Context: an optimization exercise on an open-source flow, tuned for small area and a short achievable clock period. The choices shown serve that exercise and are no tape-out recipe.
RTL that was checked went through simulation tests only; none was proved equivalent to the original.

==> inputs of run G <==
==> flow/design.v <==
package rv_isa_pkg;
	typedef enum logic [7-1:0] {
		OPC_LUI    = 7'b0110111,
		OPC_AUIPC  = 7'b0010111,
		OPC_JAL    = 7'b1101111,
		OPC_JALR   = 7'b1100111,
		OPC_BRANCH = 7'b1100011,
		OPC_LOAD   = 7'b0000011,
		OPC_STORE  = 7'b0100011,
		OPC_OP_IMM = 7'b0010011,
		OPC_OP     = 7'b0110011
	} opcode_e;
	localparam logic [3-1:0] F3_JALR    = 3'b000;
	localparam logic [3-1:0] F3_BEQ     = 3'b000;
	localparam logic [3-1:0] F3_BNE     = 3'b001;
	localparam logic [3-1:0] F3_BLT     = 3'b100;
	localparam logic [3-1:0] F3_BGE     = 3'b101;
	localparam logic [3-1:0] F3_BLTU    = 3'b110;
	localparam logic [3-1:0] F3_BGEU    = 3'b111;
	localparam logic [3-1:0] F3_LB      = 3'b000;
	localparam logic [3-1:0] F3_LH      = 3'b001;
	localparam logic [3-1:0] F3_LW      = 3'b010;
	localparam logic [3-1:0] F3_LBU     = 3'b100;
	localparam logic [3-1:0] F3_LHU     = 3'b101;
	localparam logic [3-1:0] F3_SB      = 3'b000;
	localparam logic [3-1:0] F3_SH      = 3'b001;
	localparam logic [3-1:0] F3_SW      = 3'b010;
	localparam logic [3-1:0] F3_ADD_SUB = 3'b000;
	localparam logic [3-1:0] F3_SLL     = 3'b001;
	localparam logic [3-1:0] F3_SLT     = 3'b010;
	localparam logic [3-1:0] F3_SLTU    = 3'b011;
	localparam logic [3-1:0] F3_XOR     = 3'b100;
	localparam logic [3-1:0] F3_SRL_SRA = 3'b101;
	localparam logic [3-1:0] F3_OR      = 3'b110;
	localparam logic [3-1:0] F3_AND     = 3'b111;
	localparam logic [7-1:0] F7_ADD     = 7'b0000000;
	localparam logic [7-1:0] F7_SUB     = 7'b0100000;
	localparam logic [7-1:0] F7_SRL     = 7'b0000000;
	localparam logic [7-1:0] F7_SRA     = 7'b0100000;
	localparam logic [5-1:0] REG_ZERO = '0;  
	typedef struct packed {
		logic [7-1:0]   funct7;
		logic [5-1:0] rs2;
		logic [5-1:0] rs1;
		logic [3-1:0]   funct3;
		logic [5-1:0] rd;
		logic [7-1:0]  opcode;
	} r_fmt_t;
	typedef struct packed {
		logic [11:0]        imm_11_0;
		logic [5-1:0] rs1;
		logic [3-1:0]   funct3;
		logic [5-1:0] rd;
		logic [7-1:0]  opcode;
	} i_fmt_t;
	typedef struct packed {
		logic [6:0]         imm_11_5;
		logic [5-1:0] rs2;
		logic [5-1:0] rs1;
		logic [3-1:0]   funct3;
		logic [4:0]         imm_4_0;
		logic [7-1:0]  opcode;
	} s_fmt_t;
	typedef struct packed {
		logic               imm_12;
		logic [5:0]         imm_10_5;
		logic [5-1:0] rs2;
		logic [5-1:0] rs1;
		logic [3-1:0]   funct3;
		logic [3:0]         imm_4_1;
		logic               imm_11;
		logic [7-1:0]  opcode;
	} b_fmt_t;
	typedef struct packed {
		logic [19:0]        imm_31_12;
		logic [5-1:0] rd;
		logic [7-1:0]  opcode;
	} u_fmt_t;
	typedef struct packed {
		logic               imm_20;
		logic [9:0]         imm_10_1;
		logic               imm_11;
		logic [7:0]         imm_19_12;
		logic [5-1:0] rd;
		logic [7-1:0]  opcode;
	} j_fmt_t;
	typedef union packed {
		r_fmt_t r;
		i_fmt_t i;
		s_fmt_t s;
		b_fmt_t b;
		u_fmt_t u;
		j_fmt_t j;
	} inst_u;
	typedef enum logic [2:0] {
		IMM_NONE  = 3'd0,
		IMM_I     = 3'd1,
		IMM_SHAMT = 3'd2,
		IMM_S     = 3'd3,
		IMM_B     = 3'd4,
		IMM_U     = 3'd5,
		IMM_J     = 3'd6
	} imm_sel_e;
endpackage
package rv_pipe_pkg;
	typedef enum logic [2:0] {
		ALU_NOP = 3'd0,
		ALU_LOG = 3'd1,  
		ALU_ARI = 3'd2,  
		ALU_SHI = 3'd3,
		ALU_JAB = 3'd4,  
		ALU_LAS = 3'd5   
	} alusel_e;
	typedef struct packed {
		logic               re1;
		logic               re2;
		logic [5-1:0] addr1;
		logic [5-1:0] addr2;
	} rf_read_t;
	typedef struct packed {
		logic               we;
		logic [5-1:0] addr;
		logic [32-1:0]   data;
	} fwd_t;
	typedef struct packed {
		logic               valid;
		logic               illegal;
		alusel_e            alusel;
		logic [7-1:0]  opcode;
		logic [3-1:0]   funct3;
		logic [7-1:0]   funct7;
		logic [32-1:0]   reg1;
		logic [32-1:0]   reg2;
		logic [5-1:0] wd;
		logic               wreg;
		logic [32-1:0]   link_addr;
		logic [32-1:0]   inst;
	} id_ex_t;
	typedef struct packed {
		logic             taken;
		logic [32-1:0] target;
	} branch_t;
endpackage
`timescale 1ns/10ps
module inst_decoder (
	input  logic [31:0] inst_i,
	output logic        lui_o,
	output logic        auipc_o,
	output logic        jal_o,
	output logic        jalr_o,    
	output logic        br_o,      
	output logic        ld_o,      
	output logic        st_o,      
	output logic        opi_o,     
	output logic        op_o,      
	output logic        legal_o,
	output logic        re1_o,
	output logic        re2_o,
	output logic [2:0]  alusel_o
);
	logic [6:0] opc;
	logic [2:0] f3;
	logic [6:0] f7;
	logic       f7_zero;
	logic       f7_alt;   
	logic       shift;
	assign opc     = inst_i[6:0];
	assign f3      = inst_i[14:12];
	assign f7      = inst_i[31:25];
	assign f7_zero = f7 == 7'b0000000;
	assign f7_alt  = f7[6] == 1'b0 && f7[4:0] == 5'b00000;
	assign shift   = f3[1:0] == 2'b01;
	assign lui_o   = opc == 7'b0110111;
	assign auipc_o = opc == 7'b0010111;
	assign jal_o   = opc == 7'b1101111;
	assign jalr_o  = opc == 7'b1100111 && f3 == 3'b000;
	assign br_o    = opc == 7'b1100011 && (f3[2] || !f3[1]);
	assign ld_o    = opc == 7'b0000011 && !(f3[1] && f3[0]) && !(f3[2] && f3[1]);
	assign st_o    = opc == 7'b0100011 && !f3[2] && !(f3[1] && f3[0]);
	assign opi_o   = opc == 7'b0010011 &&
		(f3 == 3'b001 ? f7_zero : f3 == 3'b101 ? f7_alt : 1'b1);
	assign op_o    = opc == 7'b0110011 &&
		((f3 == 3'b000 || f3 == 3'b101) ? f7_alt : f7_zero);
	assign legal_o = lui_o | auipc_o | jal_o | jalr_o | br_o | ld_o | st_o | opi_o | op_o;
	assign re1_o   = jalr_o | br_o | ld_o | st_o | opi_o | op_o;
	assign re2_o   = br_o | st_o | op_o;
	always_comb begin
		if (lui_o || auipc_o)
			alusel_o = 3'd1;
		else if (jal_o || jalr_o || br_o)
			alusel_o = 3'd4;
		else if (ld_o || st_o)
			alusel_o = 3'd5;
		else if (opi_o || op_o)
			alusel_o = shift ? 3'd3 : (f3[2] && f3 != 3'b101) ? 3'd1 : 3'd2;
		else
			alusel_o = 3'd0;
	end
endmodule
`timescale 1ns/10ps
module id_stage_top (
	input  logic         clk,
	input  logic         rst_i,
	input  logic         inst_valid_i,
	input  logic [31:0]  pc_i,
	input  logic [31:0]  inst_i,
	input  logic [31:0]  rf_data1_i,
	input  logic [31:0]  rf_data2_i,
	input  logic [37:0]  ex_fwd_i,
	input  logic [37:0]  mem_fwd_i,
	input  logic         stall_i,
	output logic [11:0]  rf_read_o,
	output logic [32:0]  branch_o,
	output logic [155:0] id_ex_o
);
	logic       lui, auipc, jal, jalr, br, ld, st, opi, op, legal, re1, re2;
	logic [2:0] alusel_unused;
	inst_decoder u_dec (
		.inst_i  (inst_i),
		.lui_o   (lui),
		.auipc_o (auipc),
		.jal_o   (jal),
		.jalr_o  (jalr),
		.br_o    (br),
		.ld_o    (ld),
		.st_o    (st),
		.opi_o   (opi),
		.op_o    (op),
		.legal_o (legal),
		.re1_o   (re1),
		.re2_o   (re2),
		.alusel_o(alusel_unused)
	);
	logic [4:0] rs1, rs2;
	assign rs1 = inst_i[19:15];
	assign rs2 = inst_i[24:20];
	assign rf_read_o = {re1, re2, re1 ? rs1 : 5'd0, re2 ? rs2 : 5'd0};
	logic [31:0] imm_i, imm_s, imm_b, imm_u, imm_j, imm_sh;
	assign imm_i  = {{20{inst_i[31]}}, inst_i[31:20]};
	assign imm_s  = {{20{inst_i[31]}}, inst_i[31:25], inst_i[11:7]};
	assign imm_b  = {{20{inst_i[31]}}, inst_i[7], inst_i[30:25], inst_i[11:8], 1'b0};
	assign imm_u  = {inst_i[31:12], 12'b0};
	assign imm_j  = {{12{inst_i[31]}}, inst_i[19:12], inst_i[20], inst_i[30:21], 1'b0};
	assign imm_sh = {27'b0, inst_i[24:20]};
	logic        ex_we, mem_we;
	logic [4:0]  ex_a, mem_a;
	logic [31:0] ex_d, mem_d;
	assign {ex_we, ex_a, ex_d}    = ex_fwd_i;
	assign {mem_we, mem_a, mem_d} = mem_fwd_i;
	logic ex_hit1, mem_hit1, ex_hit2, mem_hit2;
	assign ex_hit1  = ex_we  && rs1 != 5'd0 && ex_a  == rs1;
	assign mem_hit1 = mem_we && rs1 != 5'd0 && mem_a == rs1;
	assign ex_hit2  = ex_we  && rs2 != 5'd0 && ex_a  == rs2;
	assign mem_hit2 = mem_we && rs2 != 5'd0 && mem_a == rs2;
	logic [31:0] f1, f2;
	assign f1 = ex_hit1 ? ex_d : mem_hit1 ? mem_d : rf_data1_i;
	assign f2 = ex_hit2 ? ex_d : mem_hit2 ? mem_d : rf_data2_i;
	logic eq, lt_u, lt_s, cond;
	assign eq   = f1 == f2;
	assign lt_u = f1 < f2;
	assign lt_s = (f1[31] != f2[31]) ? f1[31] : lt_u;
	always_comb begin
		case (inst_i[14:12])
			3'b000:  cond = eq;
			3'b001:  cond = !eq;
			3'b100:  cond = lt_s;
			3'b101:  cond = !lt_s;
			3'b110:  cond = lt_u;
			3'b111:  cond = !lt_u;
			default: cond = 1'b0;
		endcase
	end
	logic        a_rs1;
	logic [31:0] add_a, add_b, sum;
	assign a_rs1 = inst_i[6] && !inst_i[3] && inst_i[2];
	assign add_a = a_rs1 ? f1 : pc_i;
	assign add_b = !inst_i[6] ? imm_u : inst_i[3] ? imm_j : inst_i[2] ? imm_i : imm_b;
	assign sum   = add_a + add_b;
	assign branch_o = {inst_valid_i && !stall_i && (jal || jalr || (br && cond)),
		sum[31:1], sum[0] && !a_rs1};
	logic [31:0] pc4;
	logic [31:0] imm1, imm2, r1_d, r2_d;
	assign pc4  = {pc_i[31:2] + 30'd1, pc_i[1:0]};
	assign imm1 = lui ? imm_u : auipc ? sum : jal ? imm_j : 32'd0;
	assign imm2 = lui ? imm_u : auipc ? sum : (jal || jalr) ? pc4 :
		(opi && inst_i[13:12] == 2'b01) ? imm_sh : (ld || opi) ? imm_i : 32'd0;
	assign r1_d = re1 ? f1 : imm1;
	assign r2_d = re2 ? f2 : imm2;
	logic        v_q;
	logic [31:0] inst_q, r1_q, r2_q;
	always_ff @(posedge clk) begin
		if (rst_i) begin
			v_q    <= 1'b0;
			inst_q <= '0;
			r1_q   <= '0;
			r2_q   <= '0;
		end else if (!stall_i) begin
			v_q    <= inst_valid_i;
			inst_q <= inst_i;
			r1_q   <= r1_d;
			r2_q   <= r2_d;
		end
	end
	logic       q_lui, q_auipc, q_jal, q_jalr, q_br, q_ld, q_st, q_opi, q_op, q_legal;
	logic       q_re1, q_re2;
	logic [2:0] q_alusel;
	inst_decoder u_qdec (
		.inst_i  (inst_q),
		.lui_o   (q_lui),
		.auipc_o (q_auipc),
		.jal_o   (q_jal),
		.jalr_o  (q_jalr),
		.br_o    (q_br),
		.ld_o    (q_ld),
		.st_o    (q_st),
		.opi_o   (q_opi),
		.op_o    (q_op),
		.legal_o (q_legal),
		.re1_o   (q_re1),
		.re2_o   (q_re2),
		.alusel_o(q_alusel)
	);
	logic        q_jump, q_keep_f7;
	logic [2:0]  q_f3;
	logic [6:0]  q_f7;
	logic [31:0] q_reg2, q_link;
	assign q_jump    = q_jal || q_jalr;
	assign q_keep_f7 = q_alusel == 3'd3 || (q_op && inst_q[14:12] == 3'b000);
	assign q_f3      = (q_lui || q_auipc || q_jal) ? 3'd0 : inst_q[14:12];
	assign q_f7      = q_keep_f7 ? inst_q[31:25] : 7'd0;
	assign q_reg2    = !q_jump ? r2_q : q_jal ? r1_q : {{20{inst_q[31]}}, inst_q[31:20]};
	assign q_link    = q_jump ? r2_q : 32'd0;
	assign id_ex_o = {v_q, v_q && !q_legal, q_alusel, inst_q[6:0], q_f3, q_f7,
		r1_q, q_reg2, inst_q[11:7], q_legal && !q_br && !q_st, q_link, inst_q};
endmodule
==> flow/flow/run.sh <==
#!/bin/bash
# Standard ORFS layout; the only change is the cell that buffer_ports puts
# on every input and output port (a plain buffer instead of the default
# delay-buffer choice). Every tool's output goes to orfs/logs and flow.log.
set -euo pipefail
export BUFFER_PORTS_ARGS="-buffer_cell sky130_fd_sc_hd__buf_1"
bash standard.sh finish > flow.log 2>&1
==> flow/standard.sh <==
#!/bin/bash
# synth_recipe.tcl (not shown) runs the flow's synth.tcl, then flattens the netlist and writes it again
# the make line also repeats each setting of config.mk as NAME=value (left out here)
make -C /OpenROAD-flow-scripts/flow DESIGN_CONFIG=/design/flow/config.mk WORK_HOME=/design/flow/orfs CLKGATE_MAP_FILE= SYNTH_SCRIPT=/design/flow/synth_recipe.tcl "${@:-finish}"
==> flow/config.mk <==
export PLATFORM = sky130hd
export DESIGN_NAME = id_stage_top
export DESIGN_NICKNAME = id_stage_top
export VERILOG_FILES = /design/flow/design.v
export SDC_FILE = /design/flow/constraint.sdc
export NUM_CORES = 4
export LEC_CHECK = 0
export CAP_MARGIN = 20
export CORE_MARGIN = 2
export CORE_UTILIZATION = 40
export SLEW_MARGIN = 20
==> flow/constraint.sdc <==
create_clock -name core_clock -period 12.0 [get_ports {clk}]
set_input_delay 2.4000 -clock core_clock [delete_from_list [all_inputs] [get_ports {clk}]]
set_output_delay 2.4000 -clock core_clock [all_outputs]
set_load 0.01 [all_outputs]
==> inputs of run Y, as changes to run G <==
--- a/flow/design.v
+++ b/flow/design.v
@@ -200,2 +200,70 @@
 `timescale 1ns/10ps
+module pfx_add32 #(parameter int KIND = 0) (
+	input  logic [31:0] a_i,
+	input  logic [31:0] b_i,
+	output logic [31:0] s_o
+);
+	logic [31:0] g [6];
+	logic [31:0] p [6];
+	logic [31:0] c;    
+	always_comb begin
+		g[0] = a_i & b_i;
+		p[0] = a_i ^ b_i;
+		for (int l = 1; l < 6; l++) begin
+			g[l] = g[l-1];
+			p[l] = p[l-1];
+		end
+		if (KIND == 1) begin
+			for (int l = 1; l < 6; l++) begin
+				for (int i = 0; i < 32; i++) begin
+					if ((i >> (l-1)) % 2 == 1) begin
+						int j;
+						j = ((i >> (l-1)) << (l-1)) - 1;
+						g[l][i] = g[l-1][i] | (p[l-1][i] & g[l-1][j]);
+						p[l][i] = p[l-1][i] & p[l-1][j];
+					end else begin
+						g[l][i] = g[l-1][i];
+						p[l][i] = p[l-1][i];
+					end
+				end
+			end
+		end else begin
+			for (int l = 1; l < 6; l++) begin
+				for (int i = 0; i < 32; i++) begin
+					if ((i + 1) % (1 << l) == 0) begin
+						g[l][i] = g[l-1][i] | (p[l-1][i] & g[l-1][i - (1 << (l-1))]);
+						p[l][i] = p[l-1][i] & p[l-1][i - (1 << (l-1))];
+					end else begin
+						g[l][i] = g[l-1][i];
+						p[l][i] = p[l-1][i];
+					end
+				end
+			end
+		end
+	end
+	logic [31:0] gf;   
+	always_comb begin
+		if (KIND == 1) begin
+			gf = g[5];
+		end else begin
+			logic [31:0] gg;
+			gg = g[5];
+			for (int l = 4; l >= 1; l--) begin
+				for (int i = 0; i < 32; i++) begin
+					if ((i + 1) % (1 << l) == (1 << (l-1)) && i >= (1 << l)) begin
+						gg[i] = g[l-1][i] | (p[l-1][i] & gg[i - (1 << (l-1))]);
+					end
+				end
+			end
+			gf = gg;
+		end
+	end
+	assign c   = {gf[30:0], 1'b0};
+	if (KIND == 2) begin : g_plain
+		assign s_o = a_i + b_i;
+	end else begin : g_pfx
+		assign s_o = p[0] ^ c;
+	end
+endmodule
+`timescale 1ns/10ps
 module id_stage_top (
@@ -249,25 +317,27 @@
 	assign {mem_we, mem_a, mem_d} = mem_fwd_i;
+	logic ex_ok, mem_ok;
+	assign ex_ok  = ex_we  && ex_a  != 5'd0;
+	assign mem_ok = mem_we && mem_a != 5'd0;
 	logic ex_hit1, mem_hit1, ex_hit2, mem_hit2;
-	assign ex_hit1  = ex_we  && rs1 != 5'd0 && ex_a  == rs1;
-	assign mem_hit1 = mem_we && rs1 != 5'd0 && mem_a == rs1;
-	assign ex_hit2  = ex_we  && rs2 != 5'd0 && ex_a  == rs2;
-	assign mem_hit2 = mem_we && rs2 != 5'd0 && mem_a == rs2;
+	assign ex_hit1  = ex_ok  && ex_a  == rs1;
+	assign mem_hit1 = mem_ok && mem_a == rs1;
+	assign ex_hit2  = ex_ok  && ex_a  == rs2;
+	assign mem_hit2 = mem_ok && mem_a == rs2;
+	logic f1_ex, f1_mem, f1_rf, f2_ex, f2_mem, f2_rf;
+	assign f1_ex  = ex_hit1;
+	assign f1_mem = !ex_hit1 && mem_hit1;
+	assign f1_rf  = !ex_hit1 && !mem_hit1;
+	assign f2_ex  = ex_hit2;
+	assign f2_mem = !ex_hit2 && mem_hit2;
+	assign f2_rf  = !ex_hit2 && !mem_hit2;
 	logic [31:0] f1, f2;
-	assign f1 = ex_hit1 ? ex_d : mem_hit1 ? mem_d : rf_data1_i;
-	assign f2 = ex_hit2 ? ex_d : mem_hit2 ? mem_d : rf_data2_i;
-	logic eq, lt_u, lt_s, cond;
+	assign f1 = ({32{f1_ex}} & ex_d) | ({32{f1_mem}} & mem_d) | ({32{f1_rf}} & rf_data1_i);
+	assign f2 = ({32{f2_ex}} & ex_d) | ({32{f2_mem}} & mem_d) | ({32{f2_rf}} & rf_data2_i);
+	logic        eq, lt, cond;
+	logic [31:0] c1, c2;
+	assign c1   = {f1[31] ^ !inst_i[13], f1[30:0]};
+	assign c2   = {f2[31] ^ !inst_i[13], f2[30:0]};
+	assign lt   = c1 < c2;
 	assign eq   = f1 == f2;
-	assign lt_u = f1 < f2;
-	assign lt_s = (f1[31] != f2[31]) ? f1[31] : lt_u;
-	always_comb begin
-		case (inst_i[14:12])
-			3'b000:  cond = eq;
-			3'b001:  cond = !eq;
-			3'b100:  cond = lt_s;
-			3'b101:  cond = !lt_s;
-			3'b110:  cond = lt_u;
-			3'b111:  cond = !lt_u;
-			default: cond = 1'b0;
-		endcase
-	end
+	assign cond = (inst_i[14] ? lt : eq) ^ inst_i[12];
 	logic        a_rs1;
@@ -277,3 +347,3 @@
 	assign add_b = !inst_i[6] ? imm_u : inst_i[3] ? imm_j : inst_i[2] ? imm_i : imm_b;
-	assign sum   = add_a + add_b;
+	pfx_add32 #(.KIND(1)) u_add (.a_i(add_a), .b_i(add_b), .s_o(sum));
 	assign branch_o = {inst_valid_i && !stall_i && (jal || jalr || (br && cond)),
@@ -281,23 +351,38 @@
 	logic [31:0] pc4;
-	logic [31:0] imm1, imm2, r1_d, r2_d;
-	assign pc4  = {pc_i[31:2] + 30'd1, pc_i[1:0]};
-	assign imm1 = lui ? imm_u : auipc ? sum : jal ? imm_j : 32'd0;
-	assign imm2 = lui ? imm_u : auipc ? sum : (jal || jalr) ? pc4 :
-		(opi && inst_i[13:12] == 2'b01) ? imm_sh : (ld || opi) ? imm_i : 32'd0;
-	assign r1_d = re1 ? f1 : imm1;
-	assign r2_d = re2 ? f2 : imm2;
+	logic [31:0] inc_c;   
+	logic [29:0] all1 [6];   
+	always_comb begin
+		all1[0] = pc_i[31:2];
+		for (int l = 1; l < 6; l++) begin
+			for (int i = 0; i < 30; i++) begin
+				if ((i >> (l-1)) % 2 == 1)
+					all1[l][i] = all1[l-1][i] & all1[l-1][((i >> (l-1)) << (l-1)) - 1];
+				else
+					all1[l][i] = all1[l-1][i];
+			end
+		end
+		inc_c = {all1[5][28:0], 1'b1, 2'b00};
+	end
+	assign pc4 = pc_i ^ inc_c;
+	logic hold, load;
+	assign hold = stall_i && !rst_i;
+	assign load = !stall_i && !rst_i;
+	logic s1_f, s1_u, s1_sum, s1_j;
+	assign s1_f   = load && re1;
+	assign s1_u   = load && lui;
+	assign s1_sum = load && auipc;
+	assign s1_j   = load && jal;
 	logic        v_q;
 	logic [31:0] inst_q, r1_q, r2_q;
+	logic [31:0] r1_d;
+	assign r1_d = ({32{hold}} & r1_q) | ({32{s1_f}} & f1) | ({32{s1_u}} & imm_u) |
+		({32{s1_sum}} & sum) | ({32{s1_j}} & imm_j);
 	always_ff @(posedge clk) begin
-		if (rst_i) begin
-			v_q    <= 1'b0;
-			inst_q <= '0;
-			r1_q   <= '0;
-			r2_q   <= '0;
-		end else if (!stall_i) begin
-			v_q    <= inst_valid_i;
-			inst_q <= inst_i;
-			r1_q   <= r1_d;
-			r2_q   <= r2_d;
-		end
+		v_q    <= (hold && v_q) || (load && inst_valid_i);
+		inst_q <= ({32{hold}} & inst_q) | ({32{load}} & inst_i);
+		r1_q   <= r1_d;
+	end
+	always_ff @(posedge clk) begin
+		if (!stall_i)
+			r2_q <= re2 ? f2 : pc4;
 	end
@@ -330,3 +415,9 @@
 	assign q_f7      = q_keep_f7 ? inst_q[31:25] : 7'd0;
-	assign q_reg2    = !q_jump ? r2_q : q_jal ? r1_q : {{20{inst_q[31]}}, inst_q[31:20]};
+	logic        q_sel_r1, q_sel_imm, q_shift;
+	logic [31:0] q_imm;
+	assign q_shift   = inst_q[13:12] == 2'b01;
+	assign q_sel_r1  = q_lui || q_auipc || q_jal;
+	assign q_sel_imm = q_jalr || q_ld || q_opi;
+	assign q_imm     = (q_opi && q_shift) ? {27'd0, inst_q[24:20]} : {{20{inst_q[31]}}, inst_q[31:20]};
+	assign q_reg2    = ({32{q_re2}} & r2_q) | ({32{q_sel_r1}} & r1_q) | ({32{q_sel_imm}} & q_imm);
 	assign q_link    = q_jump ? r2_q : 32'd0;
ABC_AREA = 1   (was unset)
CORE_UTILIZATION = 45   (was 40)
PLACE_DENSITY = 0.65   (was unset)
SETUP_SLACK_MARGIN = 3.0   (was unset)
==> impl_metrics.toml <==
[status]
outcome = "timing/DRC/antenna clean"

[pwr]
peakVddDrop_mv = 0.0899
combPwrFrac = 0.367

[finish]
multi_input_area_sq_mm = 0.00643
signal_buffer_area_fraction = 0.149
drive_gt1_frac = 0.0737

[global_routing]
grt_usage = 0.405

[synth]
synthXorXnorAreaFrac = 0.0395

[sta]
slew-limit-headroom = 0.340

[worst_setup_path]
r2r_setup_slack_ns = 11.09
startpoint = "mem_fwd_i[33]"
The numbers above come from run Y.

==> impl_metrics.toml <==
[pwr]
peakVddDrop_mv = 0.0724
combPwrFrac = 0.446

[global_routing]
grt_usage = 0.367

[status]
outcome = "timing/DRC/antenna clean"

[worst_setup_path]
r2r_setup_slack_ns = 10.97
startpoint = "inst_i[15]"
slowest_delay_ns = 0.63

[synth]
synthXorXnorAreaFrac = 0.0581

[finish]
multi_input_area_sq_mm = 0.00883

[sta]
slew-limit-headroom = 0.300
The numbers above come from run G.

No functional check of the RTL was part of run G.

-- separate check: timing with driven ports --
Ports are ideal in the flow. The routed layouts listed here were re-timed in OpenROAD.
Step 1 (the two cells are an assumption about what drives the block):
set clk [get_ports {clk}]
set_driving_cell -lib_cell sky130_fd_sc_hd__clkbuf_16 $clk
set_driving_cell -lib_cell sky130_fd_sc_hd__buf_2 [delete_from_list [all_inputs] $clk]
Step 2, shift: input delay + t, output delay - t, t = (earliest + latest rising clock arrival at the registers) / 2. This alone moves slack from input paths to output paths.
Three values: no drivers, after step 1, after step 2; two values: the first two.
| run | shift t [ns] | setup slack, ns | worst setup path at the end | slew at the worst register clock pin (ns) | worst slew at a driven data input, ns |
|---|---|---|---|---|---|
| run G | 0.417 | 2.199 / 2.175 / 2.175 | input to output | 0.10 / 0.10 | 0.09 |
| run Y | 0.406 | 3.178 / 3.147 / 3.147 | input to output | 0.09 / 0.09 | 0.10 |
After both steps setup and hold are still met in every run listed. The setup slack of run Y, which loses most, moves by -0.031 ns with the drivers and by -0.031 ns with both steps.
